This is an optimization exercise on Yosys and OpenROAD, whose aim is small area, not a production implementation.
In this exercise RTL edits were held to simulation tests only and were not proved equivalent to the original.
Power is estimated from default activity; no workload was simulated.

**flow/flow/run.sh**
```bash
#!/bin/bash
# Standard layout with the ORFS settings in flow/extra.mk added to config.mk
set -euo pipefail
cat flow/extra.mk >> config.mk
bash standard.sh > standard.log 2>&1
```
**flow/flow/extra.mk**
```make
# Smallest buffer on every port
export BUFFER_PORTS_ARGS = -buffer_cell sky130_fd_sc_hd__buf_1
# Small clock tree leaf clusters of small buffers, no dummy loads
export CTS_ARGS = -sink_clustering_enable -repair_clock_nets -dont_use_dummy_load -buf_list {sky130_fd_sc_hd__clkbuf_4} -sink_clustering_size 9 -sink_clustering_max_diameter 35
```
**flow/standard.sh**
```bash
#!/bin/bash
# synth_recipe.tcl (not shown) runs the flow's synth.tcl, then flattens the netlist and writes it again
# the make line also repeats each setting of config.mk as NAME=value (left out here)
make -C /OpenROAD-flow-scripts/flow DESIGN_CONFIG=/design/flow/config.mk WORK_HOME=/design/flow/orfs CLKGATE_MAP_FILE= SYNTH_SCRIPT=/design/flow/synth_recipe.tcl "${@:-finish}"
```
**flow/config.mk**
```make
export PLATFORM = sky130hd
export DESIGN_NAME = usb_mon_top
export DESIGN_NICKNAME = usb_mon_top
export VERILOG_FILES = /design/flow/design.v
export SDC_FILE = /design/flow/constraint.sdc
export NUM_CORES = 4
export LEC_CHECK = 0
export CAP_MARGIN = 20
export CORE_MARGIN = 2
export CORE_UTILIZATION = 60
export GPL_TIMING_DRIVEN = 0
export SLEW_MARGIN = 20
# Smallest buffer on every port
export BUFFER_PORTS_ARGS = -buffer_cell sky130_fd_sc_hd__buf_1
# Small clock tree leaf clusters of small buffers, no dummy loads
export CTS_ARGS = -sink_clustering_enable -repair_clock_nets -dont_use_dummy_load -buf_list {sky130_fd_sc_hd__clkbuf_4} -sink_clustering_size 9 -sink_clustering_max_diameter 35
```
**flow/constraint.sdc**
```tcl
create_clock -name core_clock -period 10.0 [get_ports {clk}]
set_input_delay 2.0000 -clock core_clock [delete_from_list [all_inputs] [get_ports {clk}]]
set_output_delay 2.0000 -clock core_clock [all_outputs]
set_load 0.01 [all_outputs]
```
**flow/design.v**
```verilog
`timescale 1ns/100ps
module usb_mon_top (
    input  logic        clk,
    input  logic        rst_n,
    input  logic [7:0]  host_rx_data,
    input  logic        host_rx_valid,
    input  logic        host_rx_sop,
    input  logic        host_rx_eop,
    input  logic [3:0]  host_rx_pid,
    input  logic        host_rx_crc_ok,
    input  logic [7:0]  dev_rx_data,
    input  logic        dev_rx_valid,
    input  logic        dev_rx_sop,
    input  logic        dev_rx_eop,
    input  logic [3:0]  dev_rx_pid,
    input  logic        dev_rx_crc_ok,
    output logic [7:0]  dev_tx_data,
    output logic        dev_tx_valid,
    output logic        dev_tx_sop,
    output logic        dev_tx_eop,
    output logic [3:0]  dev_tx_pid,
    output logic [7:0]  host_tx_data,
    output logic        host_tx_valid,
    output logic        host_tx_sop,
    output logic        host_tx_eop,
    output logic [3:0]  host_tx_pid,
    output logic [7:0]  cap_data,
    output logic        cap_modified,
    output logic [3:0]  cap_pid,
    output logic        cap_dir,
    output logic [63:0] cap_ts,
    output logic        cap_valid,
    input  logic        cap_ready,
    input  logic [63:0] timestamp,
    input  logic        event_valid,
    input  logic [7:0]  event_type,
    input  logic [7:0]  paddr,
    input  logic        psel,
    input  logic        penable,
    input  logic        pwrite,
    input  logic [31:0] pwdata,
    output logic [31:0] prdata,
    output logic        pready,
    output logic        pslverr
);
    localparam logic [2:0] ST_IDLE   = 3'd0;
    localparam logic [2:0] ST_PASS   = 3'd1;
    localparam logic [2:0] ST_STORE  = 3'd2;
    localparam logic [2:0] ST_XLATE  = 3'd3;
    localparam logic [2:0] ST_REPLAY = 3'd4;
    localparam logic [2:0] ST_DRAIN  = 3'd5;
    localparam logic [3:0] PID_SOF = 4'b0101;
    logic [2:0]   state_q;
    logic         dir_q;         
    logic [3:0]   pid_q;
    logic [63:0]  ts_q;          
    logic [6:0]   cnt_q;         
    logic [5:0]   len_q;         
    logic         mod_q;         
    logic [7:0]   mem_q [64];    
    logic         vld_q;         
    logic         sop_q;
    logic         eop_q;
    logic [7:0]   dat_q;
    logic         proxy_en_q;
    logic         store_en_q;
    logic         xlate_en_q;
    logic [6:0]   xlate_from_q;
    logic [6:0]   xlate_to_q;
    logic         crc_sticky_q;
    logic [1:0]   speed_q;
    logic [15:0]  err_cnt_q;
    logic [15:0]  frame_q;
    logic [15:0]  cap_drop_q;
    logic       in_idle, in_pass, in_store, in_xlate, in_replay, in_drain;
    logic       host_go, dev_go, start, dir_cur;
    logic [7:0] rx_data;
    logic       rx_valid, rx_sop, rx_eop;
    logic [3:0] rx_pid;
    logic       pass_pkt;
    logic       cnt_full;
    logic       is_token;
    logic       match;
    logic       crc_err;
    logic       overflow;
    logic       frame_lo_we, frame_hi_we;
    logic [63:0] sel;            
    logic [7:0]  rd_data;
    assign in_idle   = (state_q == ST_IDLE);
    assign in_pass   = (state_q == ST_PASS);
    assign in_store  = (state_q == ST_STORE);
    assign in_xlate  = (state_q == ST_XLATE);
    assign in_replay = (state_q == ST_REPLAY);
    assign in_drain  = (state_q == ST_DRAIN);
    assign host_go  = proxy_en_q && host_rx_valid && host_rx_sop;      
    assign dev_go   = proxy_en_q && dev_rx_valid && dev_rx_sop && !host_go;
    assign start    = host_go || dev_go;
    assign dir_cur  = in_idle ? dev_go : dir_q;
    assign rx_data  = dir_cur ? dev_rx_data  : host_rx_data;
    assign rx_valid = dir_cur ? dev_rx_valid : host_rx_valid;
    assign rx_sop   = dir_cur ? dev_rx_sop   : host_rx_sop;
    assign rx_eop   = dir_cur ? dev_rx_eop   : host_rx_eop;
    assign rx_pid   = dir_cur ? dev_rx_pid   : host_rx_pid;
    assign pass_pkt = (rx_pid == PID_SOF) || !store_en_q;
    assign cnt_full = cnt_q[6];          
    assign is_token = (pid_q[1:0] == 2'b01) && (pid_q[3:2] != 2'b01);
    assign match    = xlate_en_q && is_token && (len_q != '0) &&
                      (mem_q[1][6:0] == xlate_from_q);
    assign crc_err     = (host_rx_valid && host_rx_eop && !host_rx_crc_ok) ||
                         (dev_rx_valid && dev_rx_eop && !dev_rx_crc_ok);
    assign overflow    = in_store && rx_valid && cnt_full;
    assign frame_lo_we = in_pass && rx_valid && (pid_q == PID_SOF) && sel[1];
    assign frame_hi_we = in_pass && rx_valid && (pid_q == PID_SOF) && sel[2];
    always_ff @(posedge clk or negedge rst_n) begin
        if (!rst_n) begin
            state_q <= ST_IDLE;
        end else begin
            case (state_q)
                ST_IDLE: begin
                    if (start) begin
                        if (!rx_eop)        state_q <= pass_pkt ? ST_PASS : ST_STORE;
                        else if (!pass_pkt) state_q <= ST_XLATE;      
                    end
                end
                ST_PASS: begin
                    if (rx_valid && rx_eop) state_q <= ST_IDLE;
                end
                ST_STORE: begin
                    if (rx_valid && cnt_full) state_q <= rx_eop ? ST_IDLE : ST_DRAIN;
                    else if (rx_valid && rx_eop) state_q <= ST_XLATE;
                end
                ST_XLATE:  state_q <= ST_REPLAY;
                ST_REPLAY: begin
                    if (cnt_q[5:0] == len_q) state_q <= ST_IDLE;
                end
                ST_DRAIN: begin
                    if (rx_valid && rx_eop) state_q <= ST_IDLE;      
                end
                default: state_q <= ST_IDLE;
            endcase
        end
    end
    always_ff @(posedge clk) begin
        if (in_idle) begin
            dir_q <= dev_go;
            pid_q <= rx_pid;
            ts_q  <= timestamp;
        end
        if (in_idle)       cnt_q <= 7'd1;
        else if (in_xlate) cnt_q <= '0;
        else if (in_replay || rx_valid) cnt_q <= cnt_q + 1'b1;
        if (in_idle)       len_q <= '0;
        else if (in_store) len_q <= cnt_q[5:0];   
        if (in_idle)       mod_q <= 1'b0;
        else if (in_xlate) mod_q <= match;
    end
    always_comb begin
        rd_data = '0;
        for (int i = 0; i < 64; i++) begin
            sel[i]  = (cnt_q == 7'(i));
            rd_data = rd_data | ({8{sel[i]}} & mem_q[i]);
        end
    end
    always_ff @(posedge clk) begin
        if (sel[0] || in_idle) mem_q[0] <= rx_data;
        if (sel[1]) mem_q[1][7] <= rx_data[7];
        if (sel[1] || (in_xlate && match)) begin
            mem_q[1][6:0] <= in_xlate ? xlate_to_q : rx_data[6:0];
        end
    end
    for (genvar i = 2; i < 64; i++) begin : g_mem
        always_ff @(posedge clk) begin
            if (sel[i]) mem_q[i] <= rx_data;
        end
    end
    always_ff @(posedge clk or negedge rst_n) begin
        if (!rst_n) begin
            vld_q <= 1'b0;
        end else begin
            vld_q <= (in_idle && start && pass_pkt) || (in_pass && rx_valid) || in_replay;
        end
    end
    always_ff @(posedge clk) begin
        sop_q <= in_replay ? sel[0] : rx_sop;
        eop_q <= in_replay ? (cnt_q[5:0] == len_q) : rx_eop;
        dat_q <= in_replay ? rd_data : rx_data;
    end
    assign dev_tx_data   = dat_q;
    assign dev_tx_valid  = vld_q && !dir_q;
    assign dev_tx_sop    = vld_q && !dir_q && sop_q;
    assign dev_tx_eop    = vld_q && !dir_q && eop_q;
    assign dev_tx_pid    = pid_q;
    assign host_tx_data  = dat_q;
    assign host_tx_valid = vld_q && dir_q;
    assign host_tx_sop   = vld_q && dir_q && sop_q;
    assign host_tx_eop   = vld_q && dir_q && eop_q;
    assign host_tx_pid   = pid_q;
    assign cap_valid     = vld_q;
    assign cap_data      = dat_q;
    assign cap_modified  = mod_q;
    assign cap_pid       = pid_q;
    assign cap_dir       = dir_q;
    assign cap_ts        = ts_q;
    always_ff @(posedge clk or negedge rst_n) begin
        if (!rst_n) begin
            cap_drop_q <= '0;
        end else if (vld_q && !cap_ready) begin
            cap_drop_q <= cap_drop_q + 1'b1;     
        end
    end
    logic wr_en;
    logic addr_ok;
    assign pready = 1'b1;
    assign wr_en  = psel && penable && pwrite;
    always_ff @(posedge clk or negedge rst_n) begin
        if (!rst_n) begin
            proxy_en_q   <= 1'b0;
            store_en_q   <= 1'b0;
            xlate_en_q   <= 1'b0;
            xlate_from_q <= '0;
            xlate_to_q   <= '0;
            crc_sticky_q <= 1'b0;
            speed_q      <= 2'b00;
            err_cnt_q    <= '0;
            frame_q      <= '0;
        end else begin
            if (wr_en && paddr == 8'h00) begin
                proxy_en_q <= pwdata[0];
                store_en_q <= pwdata[1];
                xlate_en_q <= pwdata[2];
            end
            if (wr_en && paddr == 8'h04) begin
                xlate_from_q <= pwdata[6:0];
                xlate_to_q   <= pwdata[14:8];
            end
            if (crc_err) crc_sticky_q <= 1'b1;
            err_cnt_q <= err_cnt_q + {14'd0, crc_err && overflow, crc_err != overflow};
            if (frame_lo_we) frame_q[7:0]  <= rx_data;
            if (frame_hi_we) frame_q[15:8] <= rx_data;
            if (event_valid) begin
                case (event_type)
                    8'h01:   speed_q <= 2'b01;   
                    8'h02:   speed_q <= 2'b10;   
                    8'h03:   speed_q <= 2'b00;   
                    default: ;
                endcase
            end
        end
    end
    always_comb begin
        prdata  = '0;
        addr_ok = 1'b1;
        case (paddr)
            8'h00:   prdata = {29'd0, xlate_en_q, store_en_q, proxy_en_q};
            8'h04:   prdata = {17'd0, xlate_to_q, 1'b0, xlate_from_q};
            8'h08:   prdata = {29'd0, speed_q, crc_sticky_q};
            8'h0C:   prdata = {16'd0, err_cnt_q};
            8'h10:   prdata = {16'd0, frame_q};
            8'h14:   prdata = {16'd0, cap_drop_q};
            default: addr_ok = 1'b0;
        endcase
    end
    assign pslverr = psel && penable && !pwrite && !addr_ok;
endmodule
```
==> impl_results.md, run 1 <==
- Status: complete, no violations
- Synth Register Bits: 677
- Register-to-register setup slack: 5.47 ns
- P&R area growth vs syn: 13.4%
- Fillcell total: 3092
- Met2 usage: 48.9%
- Drt via density: 6.37
- Final wirelength: 73600 um
- Final Hold Vio Count: 0
- Wire per inst: 27.6 um
- Worst-path clk slew: 0.07 ns
- CP Data Required Time: 8.00 ns
- Gpl congestion: 0.966
- Nets: 2243
- GRT overflow: 0
- Num CTS Buffers: 106
- Fmax: 165 MHz
- Post-Place Setup Slack: 3.99 ns
- Post-CTS Resized: 0
- P per Cell Area: 157 mW/mm2
- Async SR Flop Fraction: 10.6%
- Critical path's largest stage delay: 0.49 ns
- Post-synthesis mux area share: 1.87%
- First-pass GRT wire length: 105000 um
- Largest net degree at the start of global routing: 67
- Die Width: 213 um
- Initial core utilization: 60.7%
- EDFF count, synth: 580
- Post-synthesis adder-cell area fraction: 0.460%
- IO Port Bufs: 257
- Slew Limit Headroom: 19.7%
- Top cell type by total area after synthesis: edfxtp_1
- Post-Synth Simple-Gate Area: 9.25%
- Fin area: 0.0296 mm2
- Synth cell types: 67
- Crit path cell chain: buf_1, nor4_1, and3_1, clkbuf_1, clkbuf_1, a222oi_1, nand2_1, buf_1
- Post-layout util: 68.9%
- Top FF cell, synth: edfxtp_1
- Syn Inst Count: 1664
- Die area: 0.0452 mm2
- 1st-iter DRT viols: 2231
- Met1 usage: 47.1%
- Largest family of logic cells by synthesized area: simple AND/OR/NAND/NOR gates
- Post-Synthesis Cell Area: 0.0261 mm2
- Top-level port count: 294
- Worst-Margin Slew: 1.20 ns
- Xor and xnor area share after synthesis: 1.61%
- Max Root-Sink Buffers: 3
- Met3 Track Usage GR: 7.75%
- Die Y: 213 um
- Min-Delay Path Class: flop to flop
- Via count: 17000
- Synth area leaders: edfxtp_1 (67%), dfrtp_1 (6.9%), a22oi_1 (5.5%)
- CTS tree: yes
- Setup TNS: 0 ns
- Slew Limit Fails: 0
- Clk_skew: 0.117 ns
- Most frequent cell after synthesis: edfxtp_1
- Maximum vdd drop: 0.131 mV
- Post-synthesis compound-gate area fraction: 9.03%
- Sequential share of the synthesized area: 75.6%
- Slowest CP cell: clkbuf_1
- Final Non-Filler Cells: 2669
- Vias in the first global route: 16000
- Placed cells: 2560
- First-pass DRT Iterations: 8
- Worst-skew pair later-pin latency: 0.91 ns
- Share of cells above drive strength 1: 15.1%
- CP Launch Type: primary input
- GRT Util Overall: 32.8%
- Min Tclk post-route: 6.06 ns
- Period utilization: 60.6%
- CP max FO: 10
- Core ar.: 0.0430 mm2
- Final WS setup: 3.94 ns
- Rows: 76
- Crit path kind: primary input to output pin
- DP HPWL: 49400 um
- DRC viols: 0
- # H-tree levels: 3
- Clock root buffer: clkbuf_4
- # clock sinks: 677
- Initial antenna violation count: 4
- Final setup fails: 0
- Setup crit end kind: output pin
- Yosys warnings: 2
- P_leak: 0.0104 uW
- CP Data Arrival Time: 4.06 ns
- Post-synth top area share: 66.7%
- Commonest cells in the netlist: edfxtp_1 (580), a22oi_1 (192), nand2_1 (133)
- Placed Area: 0.0288 mm2
- Avg Cell Area, Syn: 15.7 um2
- RSZ-0062 raised after global routing: no
- Post-CTS Setup Inserts: 0
- CTS hold repair buffers: 0
- GRT Max-Usage Layer: met2
- Max cap viols: 0
- Routed Antenna Nets: 0
-- cell type report --
cell class                      instances  area (um2)  share of cell area (%)
Inverter                               16        67.6                   0.228
Sequential cell                       677       19700                    66.6
Tap cell                              585         732                    2.47
Timing Repair Buffer                  296        1590                    5.37
Multi-Input combinational cell        895        6170                    20.9
Antenna cell                            3        7.51                  0.0254
Buffer                                 91         512                    1.73
Clock buffer                          106         796                    2.69
-- cells by family (layout without fill, tap and decap cells) --
kind of cell / Yosys count / after routing
compound gates: 310 / 310
flops: 677 / 677
buf+inv: 107 / 509
simple gates: 467 / 467
other cells: 2 / 20
fa+ha+maj: 9 / 9
xor+xnor: 48 / 48
mux: 44 / 44
-- per-stage QoR --
stage | hold WS [ns] | power, uW
2_1_floorplan | 0.439 | 3270
3_3_place_gp | 0.451 | 3350
3_5_place_dp | 0.457 | 3360
4_1_cts | 0.467 | 4660
5_1_grt | 0.491 | 4790
6_report | 0.465 | 4640
-- metal layers --
metal	up-vias	share of wire, %
met3	167	11
met4	0	3.9
met5	-	0
met2	957	46
met1	8517	40
li1	7372	-
-- critical path: cells and delay by family --
family	cells	cell delay [ns]
AOI/OAI and AO/OA	1	0.24
buffers and inverters	4	1.06
and+or+nand+nor	3	0.76
-- final timing paths --
path,depth (start not counted),to,startpoint
max,8,prdata[5],paddr[4]
min,2,mod_q$_SDFFE_PP0P_,mod_q$_SDFFE_PP0P_
max reg2reg,9,dat_q[0]$_DFF_P_,cnt_q[0]$_SDFFE_PP1P_
min reg2reg,2,mod_q$_SDFFE_PP0P_,mod_q$_SDFFE_PP0P_
max in group asynchronous,3,err_cnt_q[13]$_DFF_PN0_,rst_n
min in group asynchronous,1,xlate_from_q[2]$_DFFE_PN0P_,rst_n
-- registers in the layout (all words and copies together), names as in the netlist, 2 cells and up --
name          count
mem_q           512
ts_q             64
cap_drop_q       16
err_cnt_q        16
frame_q          16
dat_q             8
cnt_q             7
xlate_from_q      7
xlate_to_q        7
len_q             6
pid_q             4
state_q           3
speed_q           2
-- power breakdown --
group	internal, uW	total [uW]	switching (uW)
sequential	3100	3130	24.3
combinational	59.1	168	109
clock	483	1350	865
-- layout by cell type (no fill, tap or decap), types with 37 or more instances in the layout --
| master | count |
|---|---|
| dfrtp_1 | 72 |
| buf_4 | 42 |
| and3_1 | 70 |
| edfxtp_1 | 580 |
| nor2_2 | 37 |
| clkbuf_1 | 41 |
| nand3_1 | 45 |
| clkbuf_4 | 106 |
| buf_1 | 257 |
| nand2_1 | 125 |
| a22oi_1 | 192 |
==> run 2: changes to the inputs <==
--- a/flow/config.mk
+++ b/flow/config.mk
@@ -5,11 +5,11 @@
 export SDC_FILE = /design/flow/constraint.sdc
 export NUM_CORES = 4
 export LEC_CHECK = 0
-export CAP_MARGIN = 20
+export CAP_MARGIN = 0
 export CORE_MARGIN = 2
 export CORE_UTILIZATION = 60
 export GPL_TIMING_DRIVEN = 0
-export SLEW_MARGIN = 20
+export SLEW_MARGIN = 0
 # Smallest buffer on every port
 export BUFFER_PORTS_ARGS = -buffer_cell sky130_fd_sc_hd__buf_1
 # Small clock tree leaf clusters of small buffers, no dummy loads
==> impl_results.md, run 2 <==
- Register-to-register setup slack: 5.75 ns (was 5.47 ns)
- Leading cell type in the layout, fill and taps excluded: edfxtp_1 (unchanged)
- RSZ-0062 raised after global routing: no (unchanged)
- CP Data Required Time: 8.00 ns (about the same)
- Fmax: 167 MHz (was 165 MHz)
- GRT Util Overall: 32.8% (about the same)
- Fillcell total: 3079 (was 3092)
- Status: complete, but fails checks (was complete, no violations)
- Clock root buffer: clkbuf_4 (unchanged)
- Largest net degree at the start of global routing: 64 (was 67)
- Clock network power share: 28.6% (was 29.0%)
- Period utilization: 60.0% (was 60.6%)
- Routed Antenna Nets: 0 (unchanged)
- Synth Register Bits: 677 (unchanged)
- Die Y: 213 um (unchanged)
- Post-synth top area share: 66.7% (unchanged)
- P per Cell Area: 155 mW/mm2 (was 157 mW/mm2)
- Top FF cell, synth: edfxtp_1 (unchanged)
- Area of the multi-input gates: 0.00601 mm2 (was 0.00617 mm2)
- Top-level port count: 294 (unchanged)
- Via count: 17000 (about the same)
- Crit path cell chain: buf_1, nor3_1, and4_1, clkbuf_1, clkbuf_1, a222oi_1, nand2_1, buf_1 (was buf_1, nor4_1, and3_1, clkbuf_1, clkbuf_1, a222oi_1, nand2_1, buf_1)
- Setup crit end kind: output pin (unchanged)
- Post-Synthesis Cell Area: 0.0261 mm2 (unchanged)
- Worst-skew pair later-pin latency: 0.89 ns (was 0.91 ns)
- EDFF count, synth: 580 (unchanged)
- Sequential share of the synthesized area: 75.6% (unchanged)
- CTS hold repair buffers: 0 (unchanged)
- Yosys warnings: 2 (unchanged)
- Drt via density: 6.32 (was 6.37)
- P&R area growth vs syn: 14.4% (was 13.4%)
- Top Registers: mem_q (512), ts_q (64) (unchanged)
- Min Tclk post-route: 6.00 ns (was 6.06 ns)
- Post-CTS Resized: 0 (unchanged)
- Vias in the first global route: 16100 (was 16000)
- Initial antenna violation count: 1 (was 4)
- Num CTS Buffers: 103 (was 106)
- DP HPWL: 51800 um (was 49400 um)
- Rows: 76 (unchanged)
- Worst-Margin Slew: 1.59 ns (was 1.20 ns)
- 1st-iter DRT viols: 1914 (was 2231)
- Max FFs per register: 512 (unchanged)
- Nets: 2265 (was 2243)
- CP Launch Type: primary input (unchanged)
- Placed cells: 2582 (was 2560)
- Slowest CP cell: clkbuf_1 (unchanged)
- Gpl congestion: 0.966 (unchanged)
- # H-tree levels: 3 (unchanged)
- Die area: 0.0452 mm2 (unchanged)
- Max cap viols: 2 (was 0)
- Final Hold Vio Count: 0 (unchanged)
- Maximum vdd drop: 0.105 mV (was 0.131 mV)
- Initial core utilization: 60.7% (unchanged)
- Die Width: 213 um (unchanged)
- Final setup fails: 0 (unchanged)
- Slew Limit Headroom: -6.20% (was 19.7%)
- Worst reg2reg path depth: 9 (unchanged)
- Core ar.: 0.0430 mm2 (unchanged)
- Hold WS: 0.467 ns (was 0.465 ns)
- CP max FO: 10 (unchanged)
- Seq. cell area: 0.0197 mm2 (unchanged)
- CTS tree: yes (unchanged)
- Post-CTS Setup Inserts: 0 (unchanged)
- Synth area leaders: edfxtp_1 (67%), dfrtp_1 (6.9%), a22oi_1 (5.5%) (unchanged)
- Psw: 984 uW (was 998 uW)
- Share of cells above drive strength 1: 15.3% (was 15.1%)
- Crit path kind: primary input to output pin (unchanged)
- Comb power frac: 3.7% (was 3.6%)
- Commonest cells in the netlist: edfxtp_1 (580), a22oi_1 (192), nand2_1 (133) (unchanged)
- Part of the power in registers: 67.7% (was 67.3%)
- First-pass GRT wire length: 105000 um (about the same)
- Hold Path Depth: 2 (unchanged)
- Largest register by flop count: mem_q (unchanged)
- Internal power: 3630 uW (was 3640 uW)
- P_leak: 0.0105 uW (was 0.0104 uW)
- CP Data Arrival Time: 4.00 ns (was 4.06 ns)
- Endpoint, Worst Hold: mod_q$_SDFFE_PP0P_ (unchanged)
- Most frequent cell after synthesis: edfxtp_1 (unchanged)
- First-pass DRT Iterations: 6 (was 8)
- Worst R2R Start: cnt_q[0]$_SDFFE_PP1P_ (unchanged)
- Switching part of the total power: 21.3% (was 21.5%)
- Most frequent cells in the layout: edfxtp_1 (580), buf_1 (257), a22oi_1 (192) (unchanged)
- Setup TNS: 0 ns (unchanged)
- Avg Cell Area, Syn: 15.7 um2 (unchanged)
- SO Viols: max-capacitance violations, max-slew violations
- Clk_skew: 0.126 ns (was 0.117 ns)
- Final wirelength: 73500 um (was 73600 um)
- IO Port Bufs: 257 (unchanged)
- Synth cell types: 67 (unchanged)
- Post-layout util: 69.4% (was 68.9%)
- DRC viols: 0 (unchanged)
- Hold Startpoint: mod_q$_SDFFE_PP0P_ (unchanged)
- Critical path's largest stage delay: 0.46 ns (was 0.49 ns)
- Max Root-Sink Buffers: 3 (unchanged)
- R2R Path End: dat_q[2]$_DFF_P_ (was dat_q[0]$_DFF_P_)
- GRT overflow: 0 (unchanged)
- Async SR Flop Fraction: 10.6% (unchanged)
- Wire per inst: 27.3 um (was 27.6 um)
- Slew Limit Fails: 11 (was 0)
- Syn Inst Count: 1664 (unchanged)
- Top cell type by total area after synthesis: edfxtp_1 (unchanged)
- Min-Delay Path Class: flop to flop (unchanged)
- Worst-path clk slew: 0.08 ns (was 0.07 ns)
- Final Non-Filler Cells: 2690 (was 2669)
- # clock sinks: 677 (unchanged)
## run 2: cell count changes in the layout (fill, tap and decap cells not counted), sizes merged
cell | previous run | this run
diode | 3 | 2
buf | 342 | 366
clkbuf | 151 | 149
## run 2: worst max path at each step
stage,start,end,slack [ns],depth (start not counted)
after detailed placement,paddr[5],prdata[3],4.02,8
after global routing,paddr[1],prdata[3],3.83,8
after CTS,paddr[5],prdata[3],4.03,8
after global placement,paddr[4],prdata[5],4.01,8
after floorplan,paddr[5],prdata[9],4.74,6
final,paddr[5],prdata[3],4.00,8
## run 2: per-stage QoR
step	instance area, um2	worst slack (ns)	total power, uW
2_1_floorplan	26200	4.74	3270
5_1_grt	29800	3.83	4770
3_3_place_gp	27800	4.01	3350
4_1_cts	29800	4.03	4640
6_report	29800	4.00	4620
3_5_place_dp	29000	4.02	3360
## run 2: power by group through the flow
| stage | clock network, uW | logic [uW] | registers, uW |
|---|---|---|---|
| after floorplan | 0 | 75.7 | 3200 |
| after global placement | 0 | 156 | 3190 |
| after detailed placement | 0 | 170 | 3190 |
| after CTS | 1340 | 170 | 3130 |
| after global routing | 1450 | 186 | 3130 |
| final | 1320 | 170 | 3130 |
## run 2: cell families after synthesis
kind of cell,after synthesis,share of synthesized area [%]
adder cells (fa/ha/maj),9,0.460
AND/OR/NAND/NOR,467,9.25
AO/OA/AOI/OAI,310,9.03
multiplexers,44,1.87
flip-flops,677,75.6
XOR/XNOR,48,1.61
buffers and inverters,107,2.19
other,2,0.0288
## run 2: cell type report
cell class / count / share of cell area [%]
multi-input cells: 895 / 20.1
inverters: 16 / 0.218
flip-flops and latches: 677 / 66.1
plain buffers: 91 / 1.70
diodes: 2 / 0.0168
repair buffers: 321 / 6.81
clock buffers: 103 / 2.59
well taps: 585 / 2.45
## run 2: per-layer routing
| layer | global-route usage (%) | routed length [um] | share of wire, % |
|---|---|---|---|
| met1 | 46.2 | 29200 | 40 |
| met5 | 0 | 0 | 0 |
| met3 | 8.24 | 8040 | 11 |
| met4 | 14.0 | 2800 | 3.8 |
| met2 | 49.1 | 33500 | 46 |
## run 2: critical path: cells and delay by family
kind	cells	cell delay [ns]
AO/OA/AOI/OAI	1	0.25
buffers and inverters	4	1.07
AND/OR/NAND/NOR	3	0.67
==> run 3: changes to the inputs <==
==> flow/flow/run.sh (replaced) <==
#!/bin/bash
# Standard synthesis, then an area-oriented remap of its combinational logic only
# (every register cell and name kept), then the standard layout with the ORFS
# settings of flow/extra.mk. Each tool writes its own log in this folder.
set -euo pipefail
cat flow/extra.mk >> config.mk
bash standard.sh synth > synth.log 2>&1

R=orfs/results/${FLOW_PLATFORM}/usb_mon_top/base
YOSYS=$FLOW_HOME/../tools/install/yosys/bin/yosys
[[ -x $YOSYS ]] || YOSYS=yosys
LIB=$FLOW_HOME/platforms/${FLOW_PLATFORM}/lib/sky130_fd_sc_hd__tt_025C_1v80.lib

cp $R/1_2_yosys.v std_1_2_yosys.v
sed -e "s#@LIB@#$LIB#g" flow/remap.ys > remap.ys
cp flow/remap.abc remap.abc
$YOSYS -s remap.ys > remap.log 2>&1
cp remap_1_2_yosys.v $R/1_2_yosys.v
rm -f $R/1_synth.odb $R/1_synth.sdc

bash standard.sh > standard.log 2>&1
==> flow/flow/remap.abc (new file) <==
&get -n
&st
&dch
&nf -R 1000 -p -F 10 -C 32
&put
==> flow/flow/remap.ys (new file) <==
# Remap the standard netlist's combinational cells for area; registers stay as they are
read_liberty -ignore_miss_func @LIB@
read_verilog std_1_2_yosys.v
hierarchy -top usb_mon_top
blackbox sky130_fd_sc_hd__edfxtp_1 sky130_fd_sc_hd__dfrtp_1 sky130_fd_sc_hd__dfxtp_1 sky130_fd_sc_hd__conb_1
flatten
hierarchy -top usb_mon_top
opt_clean
abc -liberty @LIB@ -dont_use sky130_fd_sc_hd__probe_p_8 -dont_use sky130_fd_sc_hd__probec_p_8 -dont_use sky130_fd_sc_hd__lpflow_bleeder_1 -dont_use sky130_fd_sc_hd__lpflow_clkbufkapwr_1 -dont_use sky130_fd_sc_hd__lpflow_clkbufkapwr_16 -dont_use sky130_fd_sc_hd__lpflow_clkbufkapwr_2 -dont_use sky130_fd_sc_hd__lpflow_clkbufkapwr_4 -dont_use sky130_fd_sc_hd__lpflow_clkbufkapwr_8 -dont_use sky130_fd_sc_hd__lpflow_clkinvkapwr_1 -dont_use sky130_fd_sc_hd__lpflow_clkinvkapwr_16 -dont_use sky130_fd_sc_hd__lpflow_clkinvkapwr_2 -dont_use sky130_fd_sc_hd__lpflow_clkinvkapwr_4 -dont_use sky130_fd_sc_hd__lpflow_clkinvkapwr_8 -dont_use sky130_fd_sc_hd__lpflow_decapkapwr_12 -dont_use sky130_fd_sc_hd__lpflow_decapkapwr_3 -dont_use sky130_fd_sc_hd__lpflow_decapkapwr_4 -dont_use sky130_fd_sc_hd__lpflow_decapkapwr_6 -dont_use sky130_fd_sc_hd__lpflow_decapkapwr_8 -dont_use sky130_fd_sc_hd__lpflow_inputiso0n_1 -dont_use sky130_fd_sc_hd__lpflow_inputiso0p_1 -dont_use sky130_fd_sc_hd__lpflow_inputiso1n_1 -dont_use sky130_fd_sc_hd__lpflow_inputiso1p_1 -dont_use sky130_fd_sc_hd__lpflow_inputisolatch_1 -dont_use sky130_fd_sc_hd__lpflow_isobufsrc_1 -dont_use sky130_fd_sc_hd__lpflow_isobufsrc_16 -dont_use sky130_fd_sc_hd__lpflow_isobufsrc_2 -dont_use sky130_fd_sc_hd__lpflow_isobufsrc_4 -dont_use sky130_fd_sc_hd__lpflow_isobufsrc_8 -dont_use sky130_fd_sc_hd__lpflow_isobufsrckapwr_16 -dont_use sky130_fd_sc_hd__lpflow_lsbuf_lh_hl_isowell_tap_1 -dont_use sky130_fd_sc_hd__lpflow_lsbuf_lh_hl_isowell_tap_2 -dont_use sky130_fd_sc_hd__lpflow_lsbuf_lh_hl_isowell_tap_4 -dont_use sky130_fd_sc_hd__lpflow_lsbuf_lh_isowell_4 -dont_use sky130_fd_sc_hd__lpflow_lsbuf_lh_isowell_tap_1 -dont_use sky130_fd_sc_hd__lpflow_lsbuf_lh_isowell_tap_2 -dont_use sky130_fd_sc_hd__lpflow_lsbuf_lh_isowell_tap_4 -dont_use sky130_fd_sc_hd__fill_1 -dont_use sky130_fd_sc_hd__fill_2 -dont_use sky130_fd_sc_hd__fill_4 -dont_use sky130_fd_sc_hd__fill_8  -script remap.abc
splitnets
opt_clean -purge
hilomap -singleton -hicell sky130_fd_sc_hd__conb_1 HI -locell sky130_fd_sc_hd__conb_1 LO
insbuf -buf sky130_fd_sc_hd__buf_4 A X
stat -liberty @LIB@
write_verilog -noattr -nohex -nodec remap_1_2_yosys.v
--- a/flow/config.mk
+++ b/flow/config.mk
@@ -5,11 +5,10 @@
 export SDC_FILE = /design/flow/constraint.sdc
 export NUM_CORES = 4
 export LEC_CHECK = 0
-export CAP_MARGIN = 0
+export CAP_MARGIN = 20
 export CORE_MARGIN = 2
 export CORE_UTILIZATION = 60
-export GPL_TIMING_DRIVEN = 0
-export SLEW_MARGIN = 0
+export SLEW_MARGIN = 20
 # Smallest buffer on every port
 export BUFFER_PORTS_ARGS = -buffer_cell sky130_fd_sc_hd__buf_1
 # Small clock tree leaf clusters of small buffers, no dummy loads
==> impl_results.md, run 3 <==
- Status: complete, no violations (was complete, but fails checks)
- Gpl congestion: 0.882 (was 0.966)
- Die Y: 208 um (was 213 um)
- Drt via density: 6.60 (was 6.32)
- Worst-skew pair later-pin latency: 0.89 ns (about the same)
- Via count: 16000 (was 17000)
- Rows: 74 (was 76)
- Internal power: 3990 uW (was 3630 uW)
- GRT Max-Usage Layer: met2 (unchanged)
- Part of the power in registers: 62.7% (was 67.7%)
- Core ar.: 0.0410 mm2 (was 0.0430 mm2)
- Post-CTS Setup Inserts: 0 (unchanged)
- Avg Cell Area, Syn: 17.0 um2 (was 15.7 um2)
- Setup crit end kind: output pin (unchanged)
- Worst-path clk slew: 0.06 ns (was 0.08 ns)
- # clock sinks: 677 (unchanged)
- RSZ-0062 raised after global routing: no (unchanged)
- IO Port Bufs: 258 (was 257)
- Top-level port count: 294 (unchanged)
- Setup TNS: 0 ns (unchanged)
- Crit path kind: primary input to output pin (unchanged)
- Wire per inst: 29.1 um (was 27.3 um)
- Met2 usage: 50.0% (was 49.1%)
- Slew Limit Fails: 0 (was 11)
- Worst-Margin Slew: 1.10 ns (was 1.59 ns)
- Final wirelength: 70500 um (was 73500 um)
- CTS hold repair buffers: 0 (unchanged)
- CP max FO: 16 (was 10)
- Largest net degree at the start of global routing: 73 (was 64)
- Final Hold Vio Count: 0 (unchanged)
- Placed Area: 0.0270 mm2 (was 0.0290 mm2)
- Post-Synthesis Cell Area: 0.0250 mm2 (was 0.0261 mm2)
- CP Data Arrival Time: 4.14 ns (was 4.00 ns)
- Vias in the first global route: 15000 (was 16100)
- Clock root buffer: clkbuf_4 (unchanged)
- P_leak: 0.00947 uW (was 0.0105 uW)
- DP HPWL: 46800 um (was 51800 um)
- Nets: 2036 (was 2265)
- P&R area growth vs syn: 11.1% (was 14.4%)
- Placed cells: 2311 (was 2582)
- Slew Limit Headroom: 26.4% (was -6.20%)
- CP Launch Type: primary input (unchanged)
- Psw: 1500 uW (was 984 uW)
- Overall Power: 5480 uW (was 4620 uW)
- Routed Antenna Nets: 0 (unchanged)
- CTS tree: yes (unchanged)
- Leading cell type in the layout, fill and taps excluded: edfxtp_1 (unchanged)
- P per Cell Area: 197 mW/mm2 (was 155 mW/mm2)
- Num CTS Buffers: 104 (was 103)
- Max cap viols: 0 (was 2)
- Top Registers: mem_q (512), ts_q (64) (unchanged)
- Die Width: 208 um (was 213 um)
- Yosys warnings: 2 (unchanged)
- First-pass GRT wire length: 102000 um (was 105000 um)
- Initial antenna violation count: 9 (was 1)
- Largest register by flop count: mem_q (unchanged)
- Fin area: 0.0278 mm2 (was 0.0298 mm2)
- Min Tclk post-route: 6.14 ns (was 6.00 ns)
- Max FFs per register: 512 (unchanged)
- Most frequent cells in the layout: edfxtp_1 (580), buf_1 (257), nand2_1 (106), a222oi_1 (106), clkbuf_4 (105) (was edfxtp_1 (580), buf_1 (257), a22oi_1 (192))
- Switching part of the total power: 27.3% (was 21.3%)
- Met3 Track Usage GR: 6.87% (was 8.24%)
- Fmax: 163 MHz (was 167 MHz)
- Syn Inst Count: 1470 (was 1664)
- Clock network power share: 24.2% (was 28.6%)
- Initial core utilization: 61.0% (was 60.7%)
- # H-tree levels: 3 (unchanged)
- Final Non-Filler Cells: 2424 (was 2690)
- Met1 usage: 45.2% (was 46.2%)
- First-pass DRT Iterations: 8 (was 6)
- Period utilization: 61.4% (was 60.0%)
- Maximum vdd drop: 0.116 mV (was 0.105 mV)
- GRT Util Overall: 32.7% (was 32.8%)
- CP Data Required Time: 8.00 ns (about the same)
- Max Root-Sink Buffers: 3 (unchanged)
- Final setup fails: 0 (unchanged)
- Min-Delay Path Class: flop to flop (unchanged)
- Post-CTS Resized: 0 (unchanged)
- GRT overflow: 0 (unchanged)
- 1st-iter DRT viols: 2089 (was 1914)
- Comb power frac: 13.1% (was 3.7%)
- Die area: 0.0433 mm2 (was 0.0452 mm2)
- Share of cells above drive strength 1: 10.6% (was 15.3%)
- DRC viols: 0 (unchanged)
- Clk_skew: 0.0917 ns (was 0.126 ns)
## run 3: power by group through the flow
stage               combinational [uW]  sequential [uW]  clock [uW]
finish                             719             3440        1330
global route                       767             3460        1460
CTS                                718             3440        1360
detailed placement                 715             3500           0
global placement                   706             3490           0
floorplan                          362             3510           0
## run 3: worst max-delay path: stages
cell and delay, ns:
buf_1 0.07, or3_1 0.45, nand2b_1 0.20, nor2_1 0.84, a222oi_1 0.25, nand2_1 0.16, buf_1 0.17
## run 3: cell type report
class / count / area, um2
tap: 532 / 666
multi-input combinational: 742 / 4910
clock buffer: 104 / 781
fill: 2983 / 13200
antenna: 9 / 22.5
timing repair buffer: 346 / 1630
inverter: 14 / 53.8
sequential: 677 / 19700
## run 3: worst paths after layout
path                                             from                     endpoint  slack, ns  cells after the start
worst max-delay path                         paddr[7]                    prdata[2]       3.86                      7
worst min-delay path               mod_q$_SDFFE_PP0P_           mod_q$_SDFFE_PP0P_       0.47                      2
worst max register to register  cnt_q[4]$_SDFFE_PP0P_             dat_q[0]$_DFF_P_       6.02                     10
worst min register to register     mod_q$_SDFFE_PP0P_           mod_q$_SDFFE_PP0P_       0.47                      2
max in group asynchronous                       rst_n  xlate_from_q[1]$_DFFE_PN0P_       7.96                      1
min in group asynchronous                       rst_n      err_cnt_q[14]$_DFF_PN0_       1.37                      1
## run 3: through the flow
stage               worst slack, ns  utilization (%)  hold slack, ns
CTS                            3.91             67.7           0.467
finish                         3.86             67.7           0.465
floorplan                      4.17                -           0.443
global placement               3.96             65.8           0.442
global route                   3.70             67.7           0.482
detailed placement             3.92             65.8           0.459
## run 3: metal layers
| layer | share of wire [%] | routed length [um] |
|---|---|---|
| met2 | 46 | 32300 |
| met1 | 39 | 27300 |
| met3 | 10 | 7120 |
| met5 | 0.034 | 24 |
| met4 | 5.2 | 3690 |
==> run 4: changes to the inputs <==
--- a/flow/config.mk
+++ b/flow/config.mk
@@ -8,6 +8,7 @@
 export CAP_MARGIN = 20
 export CORE_MARGIN = 2
 export CORE_UTILIZATION = 60
+export PLACE_DENSITY = 0.75
 export SLEW_MARGIN = 20
 # Smallest buffer on every port
 export BUFFER_PORTS_ARGS = -buffer_cell sky130_fd_sc_hd__buf_1
==> impl_results.md, run 4 <==
- CP bufs+invs: 2 (unchanged)
- Vias in the first global route: 15300 (was 15000)
- Most frequent cells in the layout: edfxtp_1 (580), buf_1 (257), nand2_1 (106), a222oi_1 (106), clkbuf_4 (103) (was edfxtp_1 (580), buf_1 (257), nand2_1 (106), a222oi_1 (106), clkbuf_4 (105))
- Core ar.: 0.0410 mm2 (unchanged)
- Setup crit end kind: output pin (unchanged)
- CP delay by family, top: simple AND/OR/NAND/NOR gates (unchanged)
- Nets: 2031 (was 2036)
- Wire per inst: 28.0 um (was 29.1 um)
- Share of cells above drive strength 1: 10.2% (was 10.6%)
- P per Cell Area: 196 mW/mm2 (was 197 mW/mm2)
- Post-Synthesis Cell Area: 0.0250 mm2 (unchanged)
- CP max FO: 16 (unchanged)
- Hold Path Depth: 2 (unchanged)
- Routed Antenna Nets: 0 (unchanged)
- CP Launch Type: primary input (unchanged)
- Crit path cell chain: buf_1, or3_1, nand2b_1, nor2_1, a222oi_1, nand2_1, buf_1 (unchanged)
- Die Width: 208 um (unchanged)
- Syn Inst Count: 1470 (unchanged)
- Register-to-register setup slack: 6.04 ns (was 6.02 ns)
- Num CTS Buffers: 102 (was 104)
- Max Root-Sink Buffers: 3 (unchanged)
- GRT Util Overall: 31.6% (was 32.7%)
- Post-CTS Resized: 0 (unchanged)
- CP most frequent cell: buf_1 (unchanged)
- IO Port Bufs: 258 (unchanged)
- Clock root buffer: clkbuf_4 (unchanged)
- Clk_skew: 0.101 ns (was 0.0917 ns)
- Top-level port count: 294 (unchanged)
- Setup TNS: 0 ns (unchanged)
- Largest net degree at the start of global routing: 73 (unchanged)
- # clock sinks: 677 (unchanged)
- Critical path's largest stage delay: 0.80 ns (was 0.84 ns)
- P&R area growth vs syn: 10.9% (was 11.1%)
- Min Tclk post-route: 6.20 ns (was 6.14 ns)
- Fmax: 161 MHz (was 163 MHz)
- Worst R2R Start: cnt_q[6]$_SDFFE_PP0P_ (was cnt_q[4]$_SDFFE_PP0P_)
- Max FFs per register: 512 (unchanged)
- DP HPWL: 45100 um (was 46800 um)
- Worst-skew pair later-pin latency: 0.88 ns (was 0.89 ns)
- CP Data Required Time: 8.00 ns (about the same)
- # H-tree levels: 3 (unchanged)
- P_leak: 0.00944 uW (was 0.00947 uW)
- Initial core utilization: 61.0% (unchanged)
- Max cap viols: 0 (unchanged)
- Leading cell type in the layout, fill and taps excluded: edfxtp_1 (unchanged)
- Final Hold Vio Count: 0 (unchanged)
- Worst-path clk slew: 0.08 ns (was 0.06 ns)
- RSZ-0062 raised after global routing: no (unchanged)
- Worst reg2reg path depth: 8 (was 10)
- Hold Startpoint: mod_q$_SDFFE_PP0P_ (unchanged)
- Period utilization: 62.0% (was 61.4%)
- GRT overflow: 0 (unchanged)
- Drt via density: 6.60 (about the same)
- Via count: 15900 (was 16000)
- Die Y: 208 um (unchanged)
- Slew Limit Fails: 0 (unchanged)
- CTS tree: yes (unchanged)
- CP Data Arrival Time: 4.20 ns (was 4.14 ns)
- First-pass GRT wire length: 99500 um (was 102000 um)
- Yosys warnings: 2 (unchanged)
- Slowest CP cell: nor2_1 (unchanged)
- Crit path kind: primary input to output pin (unchanged)
- First-pass DRT Iterations: 9 (was 8)
- Final setup fails: 0 (unchanged)
- Fin area: 0.0277 mm2 (was 0.0278 mm2)
- Largest register by flop count: mem_q (unchanged)
- Gpl congestion: 0.931 (was 0.882)
- Min-Delay Path Class: flop to flop (unchanged)
- Endpoint, Worst Hold: mod_q$_SDFFE_PP0P_ (unchanged)
- Rows: 74 (unchanged)
- 1st-iter DRT viols: 2380 (was 2089)
- R2R Path End: dat_q[0]$_DFF_P_ (unchanged)
- Top Registers: mem_q (512), ts_q (64) (unchanged)
- DRC viols: 0 (unchanged)
- Post-CTS Setup Inserts: 0 (unchanged)
- Slew Limit Headroom: 21.7% (was 26.4%)
- Status: complete, no violations (unchanged)
- Initial antenna violation count: 2 (was 9)
- Avg Cell Area, Syn: 17.0 um2 (unchanged)
- Die area: 0.0433 mm2 (unchanged)
- Placed Area: 0.0270 mm2 (about the same)
- Final wirelength: 67500 um (was 70500 um)
- CTS hold repair buffers: 0 (unchanged)
- Worst-Margin Slew: 1.17 ns (was 1.10 ns)
- Maximum vdd drop: 0.153 mV (was 0.116 mV)
- Hold WS: 0.453 ns (was 0.465 ns)
==> run 4: cell types whose count changed in the layout (fill, tap and decap cells not counted), sizes merged <==
cell    change
clkinv      +1
diode       -7
buf         -3
clkbuf      -2
inv         -1
==> run 4: layout make-up <==
type                    instances  area, um2
multi-input cells             742       4910
inverters                      14       52.6
well taps                     532        666
diodes                          2       5.00
fillers                      2823      13300
flip-flops and latches        677      19700
repair buffers                343       1610
clock buffers                 102        766
==> run 4: where the power goes <==
part / internal [uW] / switching [uW] / total (uW)
clock: 465 / 845 / 1310
combinational: 195 / 502 / 698
sequential: 3310 / 121 / 3440
total: 3970 / 1470 / 5440
==> run 4: metrics by stage <==
step / total power, uW / instances / setup WS, ns / utilization [%]
global route: 5640 / 2412 / 3.65 / 67.6
CTS: 5450 / 2410 / 3.85 / 67.6
floorplan: 3870 / 1485 / 4.17 / -
detailed placement: 4180 / 2308 / 3.86 / 65.7
global placement: 4160 / 2308 / 3.90 / 65.7
finish: 5440 / 2412 / 3.80 / 67.6
==> run 4: worst max-delay path by stage <==
stage / end / cells past startpoint / from
4_1_cts: prdata[4] / 7 / paddr[6]
5_1_grt: prdata[4] / 7 / paddr[6]
2_1_floorplan: prdata[10] / 5 / paddr[7]
6_report: prdata[4] / 7 / paddr[6]
3_5_place_dp: prdata[4] / 7 / paddr[6]
3_3_place_gp: prdata[4] / 7 / paddr[6]
==> run 4: tightest hold or removal path, stage by stage, from the launching register on <==
cell,delay [ns]
dfxtp_1,0.31
nand3_1,0.06
nand2_1,0.04
==> run 4: per-layer routing <==
layer	vias to the layer above	global-route usage, %	share of wire (%)
li1	6809	-	-
met1	7793	42.9	37
met5	-	0	0
met2	1130	49.1	46
met4	0	13.8	4.3
met3	176	7.97	13
==> run 5: changes to the inputs <==
--- a/flow/config.mk
+++ b/flow/config.mk
@@ -7,8 +7,7 @@
 export LEC_CHECK = 0
 export CAP_MARGIN = 20
 export CORE_MARGIN = 2
-export CORE_UTILIZATION = 60
-export PLACE_DENSITY = 0.75
+export CORE_UTILIZATION = 75
 export SLEW_MARGIN = 20
 # Smallest buffer on every port
 export BUFFER_PORTS_ARGS = -buffer_cell sky130_fd_sc_hd__buf_1
==> impl_results.md, run 5 <==
- First-pass GRT wire length: 99400 um (was 99500 um)
- Post-CTS Resized: 0 (unchanged)
- Top-level port count: 294 (unchanged)
- Top Registers: mem_q (512), ts_q (64) (unchanged)
- GRT overflow: 0 (unchanged)
- Final wirelength: 68500 um (was 67500 um)
- First-pass DRT Iterations: 12 (was 9)
- Clock root buffer: clkbuf_4 (unchanged)
- Max FFs per register: 512 (unchanged)
- Drt via density: 7.04 (was 6.60)
- # clock sinks: 677 (unchanged)
- P&R area growth vs syn: 10.3% (was 10.9%)
- Setup crit end kind: output pin (unchanged)
- Post-layout util: 84.3% (was 67.6%)
- Final Hold Vio Count: 0 (unchanged)
- Most frequent cells in the layout: edfxtp_1 (580), buf_1 (257), nand2_1 (106), a222oi_1 (106), clkbuf_4 (95) (was edfxtp_1 (580), buf_1 (257), nand2_1 (106), a222oi_1 (106), clkbuf_4 (103))
- Seq. cell area: 0.0197 mm2 (unchanged)
- Max Root-Sink Buffers: 3 (unchanged)
- Syn Inst Count: 1470 (unchanged)
- Worst-Margin Slew: 1.06 ns (was 1.17 ns)
- RSZ-0062 raised after global routing: no (unchanged)
- Avg Cell Area, Syn: 17.0 um2 (unchanged)
- Min-Delay Path Class: flop to flop (unchanged)
- Fillcell total: 1605 (was 2823)
- P per Cell Area: 196 mW/mm2 (about the same)
- DP HPWL: 44500 um (was 45100 um)
- IO Port Bufs: 258 (unchanged)
- Routed Antenna Nets: 0 (unchanged)
- # H-tree levels: 3 (unchanged)
- Hold WS: 0.471 ns (was 0.453 ns)
- Setup TNS: 0 ns (unchanged)
- Maximum vdd drop: 0.154 mV (was 0.153 mV)
- CP Data Required Time: 8.00 ns (about the same)
- Worst-skew pair later-pin latency: 0.83 ns (was 0.88 ns)
- CP Launch Type: primary input (unchanged)
- GRT Util Overall: 39.6% (was 31.6%)
- Worst-path clk slew: 0.09 ns (was 0.08 ns)
- Num CTS Buffers: 95 (was 102)
- Via count: 16300 (was 15900)
- Min Tclk post-route: 6.08 ns (was 6.20 ns)
- Status: complete, no violations (unchanged)
- Period utilization: 60.8% (was 62.0%)
- Leading cell type in the layout, fill and taps excluded: edfxtp_1 (unchanged)
- Wire per inst: 29.5 um (was 28.0 um)
- Fin area: 0.0276 mm2 (was 0.0277 mm2)
- P_leak: 0.00940 uW (was 0.00944 uW)
- Max cap viols: 0 (unchanged)
- Slew Limit Headroom: 29.0% (was 21.7%)
- Largest net degree at the start of global routing: 73 (unchanged)
- Placed Area: 0.0268 mm2 (was 0.0270 mm2)
- DRC viols: 0 (unchanged)
- Initial core utilization: 76.5% (was 61.0%)
- Largest register by flop count: mem_q (unchanged)
- Final setup fails: 0 (unchanged)
- CTS tree: yes (unchanged)
- Crit path kind: primary input to output pin (unchanged)
- Gpl congestion: 0.903 (was 0.931)
- Die Y: 187 um (was 208 um)
- Clk_skew: 0.100 ns (was 0.101 ns)
- CP Data Arrival Time: 4.08 ns (was 4.20 ns)
- Slew Limit Fails: 0 (unchanged)
- CP max FO: 16 (unchanged)
- 1st-iter DRT viols: 2587 (was 2380)
- Vias in the first global route: 15500 (was 15300)
- Core ar.: 0.0327 mm2 (was 0.0410 mm2)
- Fmax: 164 MHz (was 161 MHz)
- Yosys warnings: 2 (unchanged)
- Post-CTS Setup Inserts: 0 (unchanged)
- Post-Synthesis Cell Area: 0.0250 mm2 (unchanged)
- CTS hold repair buffers: 0 (unchanged)
- Initial antenna violation count: 8 (was 2)
- Die Width: 187 um (was 208 um)
- Rows: 66 (was 74)
- Share of cells above drive strength 1: 9.79% (was 10.2%)
- Area of the multi-input gates: 0.00491 mm2 (about the same)
- Die area: 0.0348 mm2 (was 0.0433 mm2)
- Nets: 2023 (was 2031)
run 5: cell count changes in the layout (fill, tap and decap cells not counted), sizes merged:
cell	change
clkbuf	-8
diode	+7
run 5: per-layer routing:
metal  vias to the layer above  share of wire (%)  track usage (%)
met2                      1477                 46             59.8
met3                       259                 15             10.7
met1                      7823                 33             53.2
met4                         0                6.4             23.0
li1                       6784                  -                -
met5                         -                  0                0
run 5: critical path, stage by stage:
cell      delay, ns
buf_1          0.10
or3_1          0.42
nand2b_1       0.18
nor2_1         0.82
a222oi_1       0.27
nand2_1        0.14
buf_1          0.15
run 5: metrics by stage:
stage	total power, uW	instances	setup WS [ns]
floorplan	3870	1485	4.17
global placement	4150	2216	4.02
detailed placement	4180	2216	4.01
CTS	5380	2311	3.99
global route	5570	2320	3.74
finish	5400	2321	3.92
run 5: final timing paths:
path | from | end | slack (ns) | cells after the start
max in group asynchronous | rst_n | err_cnt_q[5]$_DFF_PN0_ | 7.96 | 2
setup reg to reg | cnt_q[4]$_SDFFE_PP0P_ | dat_q[3]$_DFF_P_ | 5.79 | 10
hold / removal | mod_q$_SDFFE_PP0P_ | mod_q$_SDFFE_PP0P_ | 0.47 | 2
setup / recovery | paddr[0] | prdata[14] | 3.92 | 7
min in group asynchronous | rst_n | err_cnt_q[14]$_DFF_PN0_ | 1.43 | 2
hold reg to reg | mod_q$_SDFFE_PP0P_ | mod_q$_SDFFE_PP0P_ | 0.47 | 2
run 5: cell type report:
class | count | share of cell area (%)
timing repair buffer | 342 | 5.82
inverter | 14 | 0.191
clock buffer | 95 | 2.59
tap | 442 | 2.01
antenna | 9 | 0.0817
multi-input combinational | 742 | 17.8
sequential | 677 | 71.5
run 5: where the power goes:
part           switching, uW  total (uW)  internal, uW
logic                    510         707           197
clock network            821        1260           435
registers                118        3430          3310
total                   1450        5400          3950
==> run 6: changes to the inputs <==
--- a/flow/config.mk
+++ b/flow/config.mk
@@ -7,7 +7,7 @@
 export LEC_CHECK = 0
 export CAP_MARGIN = 20
 export CORE_MARGIN = 2
-export CORE_UTILIZATION = 75
+export CORE_UTILIZATION = 40
 export SLEW_MARGIN = 20
 # Smallest buffer on every port
 export BUFFER_PORTS_ARGS = -buffer_cell sky130_fd_sc_hd__buf_1
==> impl_results.md, run 6 <==
- Avg Cell Area, Syn: 17.0 um2 (unchanged)
- CTS tree: yes (unchanged)
- Die Y: 254 um (was 187 um)
- GRT overflow: 0 (unchanged)
- Yosys warnings: 2 (unchanged)
- First-pass GRT wire length: 103000 um (was 99400 um)
- Post-CTS Resized: 0 (unchanged)
- Register-to-register setup slack: 6.11 ns (was 5.79 ns)
- Setup crit end kind: output pin (unchanged)
- Met1 usage: 28.7% (was 53.2%)
- Core ar.: 0.0617 mm2 (was 0.0327 mm2)
- Share of cells above drive strength 1: 10.4% (was 9.79%)
- Post-Synthesis Cell Area: 0.0250 mm2 (unchanged)
- P per Cell Area: 196 mW/mm2 (about the same)
- Syn Inst Count: 1470 (unchanged)
- IO Port Bufs: 258 (unchanged)
- Max cap viols: 0 (unchanged)
- Final Hold Vio Count: 0 (unchanged)
- Top Registers: mem_q (512), ts_q (64) (unchanged)
- Largest register by flop count: mem_q (unchanged)
- Min Tclk post-route: 6.20 ns (was 6.08 ns)
- Final setup fails: 0 (unchanged)
- Setup TNS: 0 ns (unchanged)
- Routed Antenna Nets: 0 (unchanged)
- Nets: 2034 (was 2023)
- DP HPWL: 47400 um (was 44500 um)
- Max Root-Sink Buffers: 3 (unchanged)
- Rows: 91 (was 66)
- Slew Limit Fails: 0 (unchanged)
- CP Launch Type: primary input (unchanged)
- CTS hold repair buffers: 0 (unchanged)
- # H-tree levels: 3 (unchanged)
- Initial antenna violation count: 6 (was 8)
- Crit path kind: primary input to output pin (unchanged)
- Min-Delay Path Class: flop to flop (unchanged)
- Initial core utilization: 40.5% (was 76.5%)
- Most frequent cells in the layout: edfxtp_1 (580), buf_1 (257), clkbuf_4 (107) (was edfxtp_1 (580), buf_1 (257), nand2_1 (106), a222oi_1 (106), clkbuf_4 (95))
- Largest net degree at the start of global routing: 73 (unchanged)
- GRT Util Overall: 22.0% (was 39.6%)
- First-pass DRT Iterations: 9 (was 12)
- GRT Max-Usage Layer: met2 (unchanged)
- Slew Limit Headroom: 26.1% (was 29.0%)
- P_leak: 0.00945 uW (was 0.00940 uW)
- Leading cell type in the layout, fill and taps excluded: edfxtp_1 (unchanged)
- Post-CTS Setup Inserts: 0 (unchanged)
- Met2 usage: 35.1% (was 59.8%)
- Die area: 0.0645 mm2 (was 0.0348 mm2)
- Gpl congestion: 0.840 (was 0.903)
- Max FFs per register: 512 (unchanged)
- Fillcell total: 5456 (was 1605)
- Vias in the first global route: 15100 (was 15500)
- CP max FO: 16 (unchanged)
- # clock sinks: 677 (unchanged)
- Worst-Margin Slew: 1.10 ns (was 1.06 ns)
- DRC viols: 0 (unchanged)
- Worst-skew pair later-pin latency: 0.88 ns (was 0.83 ns)
- CP Data Required Time: 8.00 ns (about the same)
- Overall Power: 5500 uW (was 5400 uW)
- RSZ-0062 raised after global routing: no (unchanged)
- Num CTS Buffers: 106 (was 95)
- Maximum vdd drop: 0.0809 mV (was 0.154 mV)
- Drt via density: 5.78 (was 7.04)
- P&R area growth vs syn: 12.5% (was 10.3%)
- 1st-iter DRT viols: 1989 (was 2587)
- CP Data Arrival Time: 4.20 ns (was 4.08 ns)
- Status: complete, no violations (unchanged)
- Die Width: 254 um (was 187 um)
- Clock root buffer: clkbuf_4 (unchanged)
- Period utilization: 62.0% (was 60.8%)
- Met3 Track Usage GR: 5.29% (was 10.7%)
- Via count: 15700 (was 16300)
- Clk_skew: 0.161 ns (was 0.100 ns)
- Final wirelength: 72000 um (was 68500 um)
- Fmax: 161 MHz (was 164 MHz)
- Top-level port count: 294 (unchanged)
- Worst-path clk slew: 0.07 ns (was 0.09 ns)
- Wire per inst: 26.5 um (was 29.5 um)
[run 6: final timing paths]
check | start | to | cells past startpoint
worst max-delay path | paddr[7] | prdata[9] | 7
worst min-delay path | mod_q$_SDFFE_PP0P_ | mod_q$_SDFFE_PP0P_ | 2
worst max register to register | cnt_q[6]$_SDFFE_PP0P_ | dat_q[3]$_DFF_P_ | 11
worst min register to register | mod_q$_SDFFE_PP0P_ | mod_q$_SDFFE_PP0P_ | 2
max in group asynchronous | rst_n | state_q[0]$_DFFE_PN0P_ | 1
min in group asynchronous | rst_n | xlate_to_q[4]$_DFFE_PN0P_ | 1
[run 6: stage by stage]
stage / hold WS [ns] / cells / setup WS [ns] / utilization [%] / area, um2
2_1_floorplan: 0.443 / 1485 / 4.17 / - / 25100
3_3_place_gp: 0.444 / 2611 / 3.99 / 44.3 / 27300
3_5_place_dp: 0.451 / 2611 / 3.92 / 44.3 / 27300
4_1_cts: 0.461 / 2717 / 3.91 / 45.6 / 28100
5_1_grt: 0.481 / 2721 / 3.71 / 45.6 / 28100
6_report: 0.456 / 2722 / 3.80 / 45.6 / 28100
[run 6: area by class of cell]
type                            count  area, um2  area share [%]
Clock buffer                      106        796            2.83
Sequential cell                   677      19700            70.1
Antenna cell                        4       10.0          0.0356
Inverter                           14       52.6           0.187
Tap cell                          837       1050            3.72
Timing Repair Buffer              342       1600            5.69
Multi-Input combinational cell    742       4910            17.5
[run 6: power breakdown]
| part | switching (uW) | internal [uW] |
|---|---|---|
| sequential | 119 | 3310 |
| combinational | 522 | 198 |
| clock | 868 | 482 |
[run 6: layer usage]
layer	vias up	share of wire, %	routed length, um
met3	143	10	7370
met2	897	47	33600
li1	6822	-	-
met5	-	0.062	45
met4	6	3.6	2610
met1	7878	39	28400
[run 6: worst max-delay path, cell delays in order]
cell	delay (ns)
buf_1	0.07
or3_1	0.44
nand2b_1	0.21
nor2_1	0.84
a22o_1	0.25
a221o_1	0.11
buf_1	0.28
==> run 7: changes to the inputs <==
==> flow/flow/extra.mk (replaced) <==
# Smallest buffer on every port
export BUFFER_PORTS_ARGS = -buffer_cell sky130_fd_sc_hd__buf_1
# Small clock tree leaf clusters of small buffers, no dummy loads
export CTS_ARGS = -sink_clustering_enable -repair_clock_nets -dont_use_dummy_load -buf_list {sky130_fd_sc_hd__clkbuf_4} -sink_clustering_size 9 -sink_clustering_max_diameter 35
# Downsize gates on paths with slack after global routing
export RECOVER_POWER = 100
--- a/flow/config.mk
+++ b/flow/config.mk
@@ -7,9 +7,12 @@
 export LEC_CHECK = 0
 export CAP_MARGIN = 20
 export CORE_MARGIN = 2
-export CORE_UTILIZATION = 40
+export CORE_UTILIZATION = 60
+export PLACE_DENSITY = 0.75
 export SLEW_MARGIN = 20
 # Smallest buffer on every port
 export BUFFER_PORTS_ARGS = -buffer_cell sky130_fd_sc_hd__buf_1
 # Small clock tree leaf clusters of small buffers, no dummy loads
 export CTS_ARGS = -sink_clustering_enable -repair_clock_nets -dont_use_dummy_load -buf_list {sky130_fd_sc_hd__clkbuf_4} -sink_clustering_size 9 -sink_clustering_max_diameter 35
+# Downsize gates on paths with slack after global routing
+export RECOVER_POWER = 100
==> impl_results.md, run 7 <==
- Final setup fails: 0 (unchanged)
- Post-CTS Resized: 0 (unchanged)
- Slew Limit Headroom: -152% (was 26.1%)
- Wire per inst: 28.0 um (was 26.5 um)
- Drt via density: 6.63 (was 5.78)
- Clock network power share: 24.1% (was 24.5%)
- Placed Area: 0.0270 mm2 (was 0.0273 mm2)
- Largest register by flop count: mem_q (unchanged)
- Met2 usage: 49.1% (was 35.1%)
- Switching part of the total power: 27.0% (was 27.4%)
- IO Port Bufs: 258 (unchanged)
- Final Hold Vio Count: 0 (unchanged)
- Register-to-register setup slack: 4.58 ns (was 6.11 ns)
- CP Launch Type: primary input (unchanged)
- Core ar.: 0.0410 mm2 (was 0.0617 mm2)
- 1st-iter DRT viols: 2289 (was 1989)
- Setup crit end kind: output pin (unchanged)
- Top Registers: mem_q (512), ts_q (64) (unchanged)
- Slew Limit Fails: 676 (was 0)
- Fmax: 162 MHz (was 161 MHz)
- CP Data Required Time: 8.00 ns (about the same)
- Final wirelength: 67600 um (was 72000 um)
- Worst-path clk slew: 0.08 ns (was 0.07 ns)
- CP Data Arrival Time: 4.17 ns (was 4.20 ns)
- Max FFs per register: 512 (unchanged)
- Initial antenna violation count: 2 (was 6)
- Hold Startpoint: mod_q$_SDFFE_PP0P_ (unchanged)
- Syn Inst Count: 1470 (unchanged)
- Max cap viols: 13 (was 0)
- CTS tree: yes (unchanged)
- Maximum vdd drop: 0.152 mV (was 0.0809 mV)
- First-pass GRT wire length: 99500 um (was 103000 um)
- Internal power: 3980 uW (was 3990 uW)
- Avg Cell Area, Syn: 17.0 um2 (unchanged)
- Die area: 0.0433 mm2 (was 0.0645 mm2)
- Met1 usage: 42.9% (was 28.7%)
- Fillcell total: 2902 (was 5456)
- Vias in the first global route: 15300 (was 15100)
- Largest net degree at the start of global routing: 73 (unchanged)
- Fin area: 0.0274 mm2 (was 0.0281 mm2)
- # H-tree levels: 3 (unchanged)
- Comb power frac: 12.6% (was 13.1%)
- GRT overflow: 0 (unchanged)
- Post-Synthesis Cell Area: 0.0250 mm2 (unchanged)
- GRT Max-Usage Layer: met2 (unchanged)
- Num CTS Buffers: 102 (was 106)
- Die Width: 208 um (was 254 um)
- P&R area growth vs syn: 9.60% (was 12.5%)
- Yosys warnings: 2 (unchanged)
- Via count: 16000 (was 15700)
- P per Cell Area: 199 mW/mm2 (was 196 mW/mm2)
- Met3 Track Usage GR: 7.97% (was 5.29%)
- Min Tclk post-route: 6.17 ns (was 6.20 ns)
- Setup crit start: paddr[6] (was paddr[7])
- Worst R2R Start: state_q[1]$_DFFE_PN0P_ (was cnt_q[6]$_SDFFE_PP0P_)
- GRT Util Overall: 31.6% (was 22.0%)
- Period utilization: 61.7% (was 62.0%)
- Clock root buffer: clkbuf_4 (unchanged)
- Most frequent cells in the layout: edfxtp_1 (580), buf_1 (256), nand2_1 (106), a222oi_1 (106), clkbuf_4 (102) (was edfxtp_1 (580), buf_1 (257), clkbuf_4 (107))
- CTS hold repair buffers: 0 (unchanged)
- Min-Delay Path Class: flop to flop (unchanged)
- Status: complete, but fails checks (was complete, no violations)
- Setup TNS: 0 ns (unchanged)
- Die Y: 208 um (was 254 um)
- DRC viols: 0 (unchanged)
- Routed Antenna Nets: 0 (unchanged)
- Share of cells above drive strength 1: 5.59% (was 10.4%)
- # clock sinks: 677 (unchanged)
- Psw: 1470 uW (was 1510 uW)
- Post-CTS Setup Inserts: 0 (unchanged)
- First-pass DRT Iterations: 10 (was 9)
- Rows: 74 (was 91)
- Gpl congestion: 0.931 (was 0.840)
- RSZ-0062 raised after global routing: no (unchanged)
- Leading cell type in the layout, fill and taps excluded: edfxtp_1 (unchanged)
- SO Viols: max-capacitance violations, max-slew violations
- P_leak: 0.00909 uW (was 0.00945 uW)
- DP HPWL: 45100 um (was 47400 um)
- Initial core utilization: 61.0% (was 40.5%)
- CP max FO: 16 (unchanged)
- Part of the power in registers: 63.4% (was 62.4%)
- Crit path kind: primary input to output pin (unchanged)
- Worst-Margin Slew: 3.78 ns (was 1.10 ns)
- Max Root-Sink Buffers: 3 (unchanged)
- Top-level port count: 294 (unchanged)
- Worst-skew pair later-pin latency: 0.88 ns (about the same)
- Clk_skew: 0.0970 ns (was 0.161 ns)
- Nets: 2031 (was 2034)
[run 7: changes by cell type in the layout (fill, tap and decap cells not counted), sizes merged]
cell,previous run,this run
buf,341,258
diode,4,2
clkbuf,107,187
[run 7: power groups by stage]
stage          clock network, uW  logic, uW  registers (uW)
6_report                    1310        686            3450
5_1_grt                     1440        733            3480
4_1_cts                     1330        689            3430
3_5_place_dp                   0        688            3500
3_3_place_gp                   0        677            3490
2_1_floorplan                  0        362            3510
[run 7: stage by stage]
stage / hold slack, ns / std cells / utilization (%) / power [uW] / setup WS [ns]
after floorplan: 0.443 / 1485 / - / 3870 / 4.17
after global placement: 0.445 / 2308 / 65.7 / 4160 / 3.90
after detailed placement: 0.446 / 2308 / 65.7 / 4180 / 3.86
after CTS: 0.458 / 2410 / 67.6 / 5450 / 3.85
after global routing: 0.495 / 2412 / 66.8 / 5650 / 3.65
final: 0.452 / 2412 / 66.8 / 5450 / 3.83
[run 7: layer usage]
layer | vias up | part of all wire (%)
li1 | 6815 | -
met1 | 7835 | 37
met2 | 1146 | 46
met3 | 192 | 13
met4 | 0 | 4.8
met5 | - | 0
[run 7: worst max-delay path, cell delays in order]
cell and delay, ns:
buf_1 0.11, or3_1 0.44, nand2b_1 0.21, nor2_1 0.79
a222oi_1 0.26, nand2_1 0.19, buf_1 0.17
[run 7: worst paths after layout]
| kind | endpoint | cells after the start |
|---|---|---|
| setup / recovery | prdata[4] | 7 |
| hold / removal | mod_q$_SDFFE_PP0P_ | 2 |
| setup reg to reg | mem_q[37][0]$_DFFE_PN_ | 6 |
| hold reg to reg | mod_q$_SDFFE_PP0P_ | 2 |
| max in group asynchronous | vld_q$_DFF_PN0_ | 1 |
| min in group asynchronous | cap_drop_q[9]$_DFFE_PN0P_ | 1 |
[run 7: final cells by class]
class                           count  area, um2  share of cell area [%]
Inverter                           14       52.6                   0.192
Multi-Input combinational cell    742       4900                    17.9
Antenna cell                        2       5.00                  0.0183
Tap cell                          532        666                    2.43
Clock buffer                      102        766                    2.79
Timing Repair Buffer              343       1290                    4.73
Sequential cell                   677      19700                    72.0

port drivers added, routing unchanged:
No port has a modelled driver above. Below, the same layouts with a new extraction and two added sets of constraints.
Step 1, drivers: a clkbuf_16 drives clk and a buf_2 each remaining input, both assumed.
Step 2 times the ports against the registers' clock, not the clock port: input delays grow and output delays shrink by t, the midpoint of the rising clock arrivals with the driver on.
a / b / c = ideal ports / drivers / drivers and shift; a / b = the first two.
run	t, ns	slack for setup (ns)	slew at the worst register clock pin (ns)	worst data-port slew with drivers (ns)	pins driven straight from the clock port
run 1	0.896	3.943 / 3.923 / 3.923	0.10 / 0.10	0.06	1
run 2	0.873	4.001 / 3.979 / 3.979	0.11 / 0.11	0.06	1
run 3	0.885	3.856 / 3.835 / 3.835	0.10 / 0.10	0.15	1
run 4	0.873	3.803 / 3.780 / 3.780	0.10 / 0.10	0.14	1
run 5	0.835	3.920 / 3.880 / 3.880	0.11 / 0.11	0.11	1
run 6	0.879	3.803 / 3.782 / 3.782	0.10 / 0.10	0.10	1
run 7	0.872	3.826 / 3.804 / 3.337	0.10 / 0.10	0.13	1
For run 7, which loses most, drivers alone change the setup slack by -0.022 ns; drivers and shift together by -0.489 ns.
